Context: an optimization exercise on an open-source flow, tuned for small area, a short achievable clock period and few clock cycles per item. The choices shown serve that exercise and are no tape-out recipe.
For this run, only the layout was checked, not whether the RTL still works.
Power is estimated from default activity; no workload was simulated.

## flow/design.v

```verilog
`timescale 1ns / 1ps
`default_nettype none
package gtod_pkg;
  typedef enum logic [1:0] {
    OP_TICK = 2'd0,
    OP_PPS  = 2'd1,
    OP_BYTE = 2'd2
  } op_t;
  typedef struct packed {
    logic [4:0] hours;
    logic [5:0] minutes;
    logic [5:0] seconds;
  } hms_t;
  typedef struct packed {
    logic valid;
    hms_t tod;
  } load_t;
  localparam logic [7:0] CHAR_G     = 8'h47;
  localparam logic [7:0] CHAR_A     = 8'h41;
  localparam logic [7:0] CHAR_COMMA = 8'h2C;
  localparam logic [4:0] UTC_OFFSET_RESET      = 5'd1;
  localparam logic [7:0] REPORT_INTERVAL_RESET = 8'd5;
endpackage
`default_nettype wire
`timescale 1ns / 1ps
`default_nettype none
module gtod_nmea_parser (
  input  wire logic           clk,
  input  wire logic           rst_n,
  input  wire logic           byte_valid,
  input  wire logic [7:0]     rx_byte,
  input  wire logic [4:0]     utc_offset,
  output gtod_pkg::load_t     load
);
  localparam logic [1:0] ST_SCAN = 2'd0;   
  localparam logic [1:0] ST_G    = 2'd1;   
  localparam logic [1:0] ST_GA   = 2'd2;   
  localparam logic [1:0] ST_CAPT = 2'd3;   
  logic [2:0] idx_r;    
  logic [1:0] st_r;
  logic [4:0] p0_r;     
  logic [5:0] p1_r;     
  logic [9:0] p2_r;     
  logic       is_comma;
  logic [8:0] tens;
  logic [5:0] pair;
  logic [5:0] secs;
  logic [6:0] h_sum;
  logic [4:0] hh;
  assign is_comma = rx_byte == gtod_pkg::CHAR_COMMA;
  always_comb begin
    if (rx_byte <= 8'd27) begin
      tens = 9'd0;
    end else if (rx_byte >= 8'd59) begin
      tens = 9'd318;
    end else begin
      tens = 9'd0;
      for (int v = 28; v <= 58; v++) begin
        if (rx_byte[5:0] == 6'(v)) begin
          tens = tens | 9'(10 * v - 272);
        end
      end
    end
  end
  function automatic logic [5:0] pair_clamp(input logic [9:0] sum, input logic [5:0] top);
    logic [5:0] r;
    if (sum[9:8] == 2'd0) begin
      r = 6'd0;
    end else if (sum[9] || sum[7:0] > {2'b0, top}) begin
      r = top;
    end else begin
      r = sum[5:0];
    end
    pair_clamp = r;
  endfunction
  assign pair = pair_clamp(p2_r, (idx_r[2:1] == 2'd1) ? 6'd23 : 6'd59);
  assign secs = pair_clamp(p2_r, 6'd59);
  always_comb begin
    h_sum = {2'b0, p0_r} + {{2{utc_offset[4]}}, utc_offset} + 7'd24;
    if (h_sum >= 7'd48) begin
      hh = 5'(h_sum - 7'd48);
    end else if (h_sum >= 7'd24) begin
      hh = 5'(h_sum - 7'd24);
    end else begin
      hh = h_sum[4:0];
    end
  end
  assign load.valid       = byte_valid && idx_r == 3'd6;
  assign load.tod.hours   = hh;
  assign load.tod.minutes = p1_r;
  assign load.tod.seconds = secs;
  always_ff @(posedge clk) begin
    if (!rst_n) begin
      idx_r <= 3'd0;
      st_r  <= ST_SCAN;
    end else if (byte_valid && idx_r != 3'd7) begin
      if (idx_r == 3'd6) begin
        idx_r <= 3'd7;
      end else if (st_r == ST_CAPT) begin
        if (is_comma) begin
          st_r <= ST_SCAN;
        end
        idx_r <= idx_r + 3'd1;
      end else if (st_r == ST_GA && is_comma) begin
        st_r  <= ST_CAPT;
        idx_r <= 3'd0;
      end else if (rx_byte == gtod_pkg::CHAR_G) begin
        st_r <= ST_G;
      end else if (st_r == ST_G && rx_byte == gtod_pkg::CHAR_A) begin
        st_r <= ST_GA;
      end else begin
        st_r <= ST_SCAN;
      end
    end
  end
  always_ff @(posedge clk) begin
    if (byte_valid && idx_r[2:1] != 2'd3 && st_r == ST_CAPT) begin
      if (!idx_r[0]) begin
        p0_r <= p1_r[4:0];
        p1_r <= pair;
        p2_r <= {1'b0, tens};
      end else begin
        p2_r <= p2_r + {2'b0, rx_byte};
      end
    end
  end
endmodule
`default_nettype wire
`timescale 1ns / 1ps
`default_nettype none
module gtod_clock_core (
  input  wire logic             clk,
  input  wire logic             rst_n,
  input  wire logic             evt_valid,
  input  wire gtod_pkg::op_t    evt_op,
  input  wire gtod_pkg::load_t  load,
  input  wire logic [7:0]       report_interval,
  output logic                  res_valid,
  output logic                  res_valid_nxt,
  input  wire logic             res_ready,
  output logic [79:0]           res_data
);
  logic            running_r;
  gtod_pkg::hms_t  board_r;
  logic [9:0]      board_ms_r;
  gtod_pkg::hms_t  gps_r;
  logic [31:0]     acc_r;       
  logic [7:0]      phase_r;
  logic            pend_r;
  logic            tick;
  logic            pps;
  logic            ms_wrap;
  logic            take;
  logic            acc_en;      
  logic            acc_up;      
  logic [9:0]      lo_nxt;
  logic            hi_step;
  logic [21:0]     hi_same;
  logic [21:0]     hi_below;
  logic [31:0]     acc_nxt;
  function automatic gtod_pkg::hms_t add_second(input gtod_pkg::hms_t t);
    gtod_pkg::hms_t r;
    logic s_top, m_top, h_top;
    s_top = &{t.seconds[5:3], t.seconds[1:0]};
    m_top = &{t.minutes[5:3], t.minutes[1:0]};
    h_top = t.hours[4] && (&t.hours[2:0]);
    r.seconds = s_top ? 6'd0 : t.seconds + 6'd1;
    r.minutes = !s_top ? t.minutes : m_top ? 6'd0 : t.minutes + 6'd1;
    r.hours   = !(s_top && m_top) ? t.hours : h_top ? 5'd0 : t.hours + 5'd1;
    add_second = r;
  endfunction
  assign tick    = evt_valid && evt_op == gtod_pkg::OP_TICK && running_r;
  assign pps     = evt_valid && evt_op == gtod_pkg::OP_PPS;
  assign ms_wrap = &{board_ms_r[9:5], board_ms_r[2:0]};
  assign take    = pend_r && res_ready;
  assign acc_en  = tick || (pps && running_r);
  assign acc_up  = evt_op[0];
  always_comb begin
    logic [9:0] lo_dec;
    logic [6:0] lo_inc;
    logic       lo_zero;
    lo_dec  = acc_r[9:0] - 10'd1;
    lo_inc  = acc_r[9:3] - 7'd3;
    lo_zero = acc_r[9:0] == 10'd0;
    lo_nxt  = acc_up ? {lo_inc, acc_r[2:0]} : lo_dec;
    hi_step = acc_en && (acc_up ? (acc_r[9:3] >= 7'd3) : lo_zero);
  end
  assign hi_same = acc_r[31:10] ^ {22{!acc_up}};
  always_comb begin
    logic [5:0] grp_same;
    logic [5:0] grp_in;
    for (int k = 0; k < 6; k++) begin
      grp_same[k] = 1'b1;
      for (int j = 4 * k; j < 4 * k + 4 && j < 22; j++) begin
        grp_same[k] = grp_same[k] && hi_same[j];
      end
    end
    for (int k = 0; k < 6; k++) begin
      grp_in[k] = 1'b1;
      for (int j = 0; j < k; j++) begin
        grp_in[k] = grp_in[k] && grp_same[j];
      end
    end
    for (int i = 0; i < 22; i++) begin
      hi_below[i] = grp_in[i / 4];
      for (int j = 4 * (i / 4); j < i; j++) begin
        hi_below[i] = hi_below[i] && hi_same[j];
      end
    end
  end
  assign acc_nxt = {acc_r[31:10] ^ ({22{hi_step}} & hi_below),
                    acc_en ? lo_nxt : acc_r[9:0]};
  assign res_valid = pend_r;
  assign res_valid_nxt = rst_n && (pps && phase_r == 8'd0 || pend_r && !res_ready);
  assign res_data  = {4'b0, acc_r, gps_r.seconds, gps_r.minutes, gps_r.hours, board_ms_r,
                      board_r.seconds, board_r.minutes, board_r.hours};
  always_ff @(posedge clk) begin
    if (!rst_n) begin
      running_r  <= 1'b0;
      board_r    <= '0;
      board_ms_r <= 10'd0;
      gps_r      <= '0;
      acc_r      <= 32'd0;
      phase_r    <= 8'd0;
      pend_r     <= 1'b0;
    end else begin
      if (tick) begin
        board_ms_r <= ms_wrap ? 10'd0 : board_ms_r + 10'd1;
        if (ms_wrap) begin
          board_r <= add_second(board_r);
        end
      end
      acc_r <= take ? 32'd0 : acc_nxt;
      if (pps) begin
        running_r <= 1'b1;
        gps_r     <= add_second(gps_r);
        phase_r   <= ({1'b0, phase_r} + 9'd1 >= {1'b0, report_interval}) ? 8'd0
                                                                       : phase_r + 8'd1;
      end
      pend_r <= res_valid_nxt;
      if (load.valid) begin
        board_r <= load.tod;
        gps_r   <= load.tod;
      end
    end
  end
endmodule
`default_nettype wire
`timescale 1ns / 1ps
`default_nettype none
module gps_synced_time_of_day_clock_top (
  input  wire logic        clk,
  input  wire logic        rst_n,
  input  wire logic        in_tvalid,
  output logic             in_tready,
  input  wire logic [7:0]  in_tdata,    
  input  wire logic [1:0]  in_tuser,    
  output logic             out_tvalid,
  input  wire logic        out_tready,
  output logic [79:0]      out_tdata,
  input  wire logic        cfg_psel,
  input  wire logic        cfg_penable,
  input  wire logic        cfg_pwrite,
  input  wire logic [2:0]  cfg_paddr,
  input  wire logic [31:0] cfg_pwdata,
  output logic [31:0]      cfg_prdata,
  output logic             cfg_pready
);
  logic            in_valid_r;
  gtod_pkg::op_t   in_op_r;
  logic [7:0]      in_byte_r;
  logic [4:0]      utc_offset_r;
  logic [7:0]      report_interval_r;
  logic [7:0]      rdata_r;
  logic            advance;
  logic            out_valid_nxt;
  logic            cfg_wr;
  gtod_pkg::load_t load;
  assign cfg_pready = 1'b1;
  assign cfg_wr     = cfg_psel && cfg_penable && cfg_pwrite;
  assign advance    = in_valid_r;
  always_ff @(posedge clk) begin
    in_tready <= rst_n && !out_valid_nxt
                 && !(in_tvalid && in_tready && in_tuser == gtod_pkg::OP_PPS);
  end
  always_ff @(posedge clk) begin
    rdata_r <= cfg_paddr[2] ? report_interval_r : {3'd0, utc_offset_r};
  end
  assign cfg_prdata = {24'd0, rdata_r};
  always_ff @(posedge clk) begin
    if (!rst_n) begin
      utc_offset_r      <= gtod_pkg::UTC_OFFSET_RESET;
      report_interval_r <= gtod_pkg::REPORT_INTERVAL_RESET;
    end else if (cfg_wr) begin
      if (!cfg_paddr[2]) begin
        utc_offset_r <= cfg_pwdata[4:0];
      end else begin
        report_interval_r <= cfg_pwdata[7:0];
      end
    end
  end
  always_ff @(posedge clk) begin
    in_valid_r <= rst_n && in_tvalid && in_tready;
  end
  always_ff @(posedge clk) begin
    in_op_r   <= gtod_pkg::op_t'(in_tuser);
    in_byte_r <= in_tdata;
  end
  gtod_nmea_parser u_parser (
    .clk        (clk),
    .rst_n      (rst_n),
    .byte_valid (advance && in_op_r == gtod_pkg::OP_BYTE),
    .rx_byte    (in_byte_r),
    .utc_offset (utc_offset_r),
    .load       (load)
  );
  gtod_clock_core u_core (
    .clk             (clk),
    .rst_n           (rst_n),
    .evt_valid       (advance),
    .evt_op          (in_op_r),
    .load            (load),
    .report_interval (report_interval_r),
    .res_valid       (out_tvalid),
    .res_valid_nxt   (out_valid_nxt),
    .res_ready       (out_tready),
    .res_data        (out_tdata)
  );
endmodule
`default_nettype wire
```

## flow/config.mk

```make
export PLATFORM = sky130hd
export DESIGN_NAME = gps_synced_time_of_day_clock_top
export DESIGN_NICKNAME = gps_synced_time_of_day_clock_top
export VERILOG_FILES = /design/flow/design.v
export SDC_FILE = /design/flow/constraint.sdc
export NUM_CORES = 4
export LEC_CHECK = 0
export ABC_AREA = 1
export CAP_MARGIN = 20
export CORE_MARGIN = 2
export CORE_UTILIZATION = 40
export CTS_BUF_LIST = sky130_fd_sc_hd__clkbuf_8
export SETUP_SLACK_MARGIN = 4.58
export SLEW_MARGIN = 20
```

## flow/flow/run.sh

```bash
#!/bin/bash
# Standard layout with two changes: plain buf_1 cells as port buffers (instead of the
# default delay buffers), and a clock tree of clkbuf_8 cells under a clkbuf_16 root,
# without dummy loads. ORFS writes each step's log under orfs/logs; standard.log has the rest.
set -euo pipefail
export BUFFER_PORTS_ARGS="-buffer_cell sky130_fd_sc_hd__buf_1"
export CTS_ARGS="-sink_clustering_enable -repair_clock_nets -dont_use_dummy_load -buf_list sky130_fd_sc_hd__clkbuf_8 -root_buf sky130_fd_sc_hd__clkbuf_16"
bash standard.sh > standard.log 2>&1
```

## flow/constraint.sdc

```tcl
create_clock -name core_clock -period 7.0 [get_ports {clk}]
set_input_delay 1.4000 -clock core_clock [delete_from_list [all_inputs] [get_ports {clk}]]
set_output_delay 1.4000 -clock core_clock [all_outputs]
set_load 0.01 [all_outputs]
```

## flow/standard.sh

```bash
#!/bin/bash
# synth_recipe.tcl (not shown) runs the flow's synth.tcl, then flattens the netlist and writes it again
# the make line also repeats each setting of config.mk as NAME=value (left out here)
make -C /OpenROAD-flow-scripts/flow DESIGN_CONFIG=/design/flow/config.mk WORK_HOME=/design/flow/orfs CLKGATE_MAP_FILE= SYNTH_SCRIPT=/design/flow/synth_recipe.tcl "${@:-finish}"
```

==> run summary <==
final cells by class:
| type | instances | area [um^2] |
|---|---|---|
| fillers | 2150 | 11100 |
| multi-input cells | 865 | 4956 |
| flip-flops and latches | 145 | 3158 |
| repair buffers | 143 | 752.0 |
| inverters | 155 | 594.3 |
| well taps | 275 | 344.1 |
| clock buffers | 17 | 245.2 |
| repair inverters | 1 | 8.758 |
repair_timing:
action                                  4_1_cts  5_1_grt
gates resized for setup                      48       72
setup buffers                                11       14
endpoints found under the setup margin       81       82
pin swaps                                    12       17
cloned                                        1        2
hold buffers                                  0        0
logic make-up after synthesis:
| logic type | after synthesis | share of synthesized area, % |
|---|---|---|
| AO/OA/AOI/OAI | 234 | 14.53 |
| AND/OR/NAND/NOR | 509 | 26.52 |
| multiplexers | 1 | 0.1300 |
| other | 2 | 0.08671 |
| adder cells (fa/ha/maj) | 51 | 7.541 |
| flip-flops | 145 | 35.94 |
| XOR/XNOR | 41 | 4.406 |
| buffers and inverters | 211 | 10.83 |
metrics by stage:
step	hold WS (ns)	utilization, %	power, uW
6_report	0.4273	47.55	1510
5_1_grt	0.4506	47.55	1584
4_1_cts	0.4239	45.95	1519
3_5_place_dp	0.4165	43.57	996.3
3_3_place_gp	0.4125	43.57	996.1
2_1_floorplan	0.4071	-	976.2
power by group:
| group | leakage, uW | internal, uW | switching [uW] | total (uW) |
|---|---|---|---|---|
| Combinational | 0.00284 | 52.0 | 92.5 | 145 |
| Sequential | 0.00121 | 851 | 9.60 | 861 |
| Clock | 0.000127 | 229 | 276 | 505 |
| Total | 0.00418 | 1130 | 378 | 1510 |
layer usage:
layer / vias up / global-route usage [%]
met2: 201 / 31.07
met3: 29 / 3.765
met5: - / 0
met4: 0 / 5.280
li1: 4202 / -
met1: 3746 / 26.03
worst max-delay path by stage:
stage	startpoint	endpoint	slack [ns]	cells past startpoint
after global routing	u_parser.p0_r[1]$_DFFE_PP_	u_core.gps_r[16]$_SDFFE_PN0P_	4.47	13
final	u_parser.p0_r[1]$_DFFE_PP_	u_core.gps_r[16]$_SDFFE_PN0P_	4.59	13
after floorplan	u_parser.p0_r[1]$_DFFE_PP_	u_core.board_r[16]$_SDFFE_PN0P_	4.60	15
after global placement	rst_n	u_core.acc_r[8]$_SDFFE_PP0P_	3.21	7
after CTS	u_parser.p0_r[1]$_DFFE_PP_	u_core.gps_r[16]$_SDFFE_PN0P_	4.55	13
after detailed placement	rst_n	u_core.acc_r[3]$_SDFFE_PP0P_	3.21	7
synth_stat cells (3+ instances only):
| library cell | instances | area share, % |
|---|---|---|
| xnor2_2 | 3 | 0.56 |
| o211ai_1 | 4 | 0.35 |
| o22ai_1 | 4 | 0.29 |
| o21ai_0 | 91 | 5.3 |
| or2_2 | 4 | 0.29 |
| a21oi_1 | 104 | 6.0 |
| buf_4 | 31 | 2.7 |
| inv_1 | 151 | 6.5 |
| nand3b_1 | 8 | 0.69 |
| o31ai_1 | 4 | 0.35 |
| or2_0 | 6 | 0.43 |
| nand4_1 | 38 | 2.7 |
| clkbuf_1 | 19 | 0.82 |
| nand3_1 | 66 | 3.8 |
| xor2_1 | 22 | 2.2 |
| buf_2 | 3 | 0.17 |
| nand2_1 | 212 | 9.2 |
| nor2_2 | 5 | 0.36 |
| nor2_1 | 118 | 5.1 |
| nor4_1 | 4 | 0.29 |
| nand3_2 | 3 | 0.35 |
| dfxtp_1 | 124 | 29 |
| edfxtp_1 | 21 | 7.3 |
| nor3b_1 | 7 | 0.61 |
| xnor2_1 | 16 | 1.6 |
| nor3_1 | 31 | 1.8 |
| a31oi_1 | 13 | 0.94 |
| ha_1 | 49 | 7.1 |
worst min-delay path, stage by stage, from the launching register on:
cell     delay (ns)
dfxtp_1        0.32
nand2_1        0.05
inv_1          0.03
state kept, by name, indices dropped and copies added (netlist names), 2 cells and up:
| register | cells |
|---|---|
| in_byte_r | 8 |
| in_op_r | 2 |
| rdata_r | 8 |
| report_interval_r | 8 |
| u_core.acc_r | 32 |
| u_core.board_ms_r | 10 |
| u_core.board_r | 17 |
| u_core.gps_r | 17 |
| u_core.phase_r | 8 |
| u_parser.idx_r | 3 |
| u_parser.p0_r | 5 |
| u_parser.p1_r | 6 |
| u_parser.p2_r | 10 |
| u_parser.st_r | 2 |
| utc_offset_r | 5 |
==> out/metrics.yaml <==
fin_ws_ns: 4.585
syn_area_um2: 8661
highest-signal-layer: "met4"
finalHoldViolCount: 0
insertedDiodeCount: 0
root_buffer: "clkbuf_16"
synthCells: 1194
drive_above_1_share_pct: 12.22
vias_per_cell: 5.108
status: "complete, no violations"
drc_errors: 0
place_area_um2: 9218
cp.arrival_ns: 2.71
r2r_end: "u_core.gps_r[16]$_SDFFE_PN0P_"
nets: 1431
area.growth.synth_to_final_pct: 16.14
setup_violations: 0
worst_pin_slew_ns: 0.7101
rows: 53
stdcell_area_um2: 10060
drt-pass1-iter-count: 5
finalNonFillerCells: 1601
place_inst: 1556
grt_pass1_wl_mm: 35.15
path_common_cell: "nor2_2"
die_area_um2: 22840
h-tree-depth: 4
cts.clk_slew.worst_paths_ns: 0.08
die_h_um: 151.1
dr_wl_met2_mm: 10.34
powerDensity_nw_per_um2: 150.1
synthArstFlopShare_pct: 0
coreArea_um2: 21150
synth_seq_cells: 145
yosys_most_used_dff: "dfxtp_1"
end_kind: "flop"
slew_headroom_pct: 52.31
finalCriticalPeriod_ns: 2.415
netlist-cell-type-count: 51
gr-total-overflow: 0
wl_met3_mm: 1.023
cts_tree: "built"
syn-mean-instance-area_um2: 7.254
maxCapViolCount: 0
grt.total_usage_pct: 19.15
ir_drop_mv: 0.1127
yosysSeqAreaShare_pct: 35.94
cts_buffer_depth: 2
final_common_cell: "nand2_1"
wl_per_cell_um: 13.94
final_cell_mix: "nand2_1, inv_1, nor2_1"
ys_warn_count: 3
place_hpwl_mm: 15.61
vias: 8178
crit_slowest_cell: "edfxtp_1"
worstHoldPathType: "flop to flop"
crit_fanout: 4
critical_path.max_stage_delay_ns: 0.37
min_path_cells: 2
die_x_um: 151.1
maxSlewViolCount: 0
synth_edf_count: 21
dr.first_iter.drc_count: 458
hp-start: "report_interval_r[5]$_SDFFE_PN0P_"
totalWireLength_mm: 22.32
clkLatencyLatePin_ns: 0.38
finClkSkew_ns: 0.02842
period_share_pct: 34.50
rr_startpoint: "u_parser.p0_r[1]$_DFFE_PP_"
r2r_cells: 13
antenna_found_initial: 0
first_global_vias: 7264
worst-path-buf-inv: 2
grt_max_degree: 52
cts_sinks: 145
met1Wirelength_mm: 10.55
hold_end: "rdata_r[5]$_SDFF_PN0_"
io_buffers: 111
fmax_mhz: 414.1
post-place-ws_ns: 3.210
drtAntennaViolNets: 0
cp_top_family: "adder cells"
setup_tns_ns: 0
crit_chain: "ha_1, ha_2, inv_2, fa_2, xnor2_2, buf_4, ha_4, nand3b_1, nor2_2, nor2_2, nand2_1, nand2_2, a21oi_2"
cts_buffers: 17
crit_required_ns: 7.30
leakage_uw: 0.004179
ios: 167
crit_type: "flop to flop"
place_congestion: 0.9455
initial_core_util_pct: 40.94
r2r_slack_ns: 4.59
rsz0062_at_grt: "yes"
critPathLaunchType: "flop"

re-timing with driven ports:
In the flow no input, the clock included, has a driving cell. The finished layout below was timed again as built, in two steps.
Step 1 (the two cells are an assumption about what drives the block):
set clk [get_ports {clk}]
set_driving_cell -lib_cell sky130_fd_sc_hd__clkbuf_16 $clk
set_driving_cell -lib_cell sky130_fd_sc_hd__buf_2 [delete_from_list [all_inputs] $clk]
Step 2 moves the port delays by t, midway between the first and last clock arrival at a register: inputs arrive t later, outputs are due t later. That takes back most of the time a late clock gives input paths.
Three values: ideal, step 1, step 2; two values: the first two.
shift t [ns]: 0.417
setup WS [ns]: 4.585 / 4.566 / 4.269
worst setup path at the end: input to register
latest minus earliest clock arrival (ns): 0.031 / 0.031
After both steps setup and hold are still met in this run. For this run, drivers alone change the setup slack by -0.019 ns; drivers and shift together by -0.316 ns.
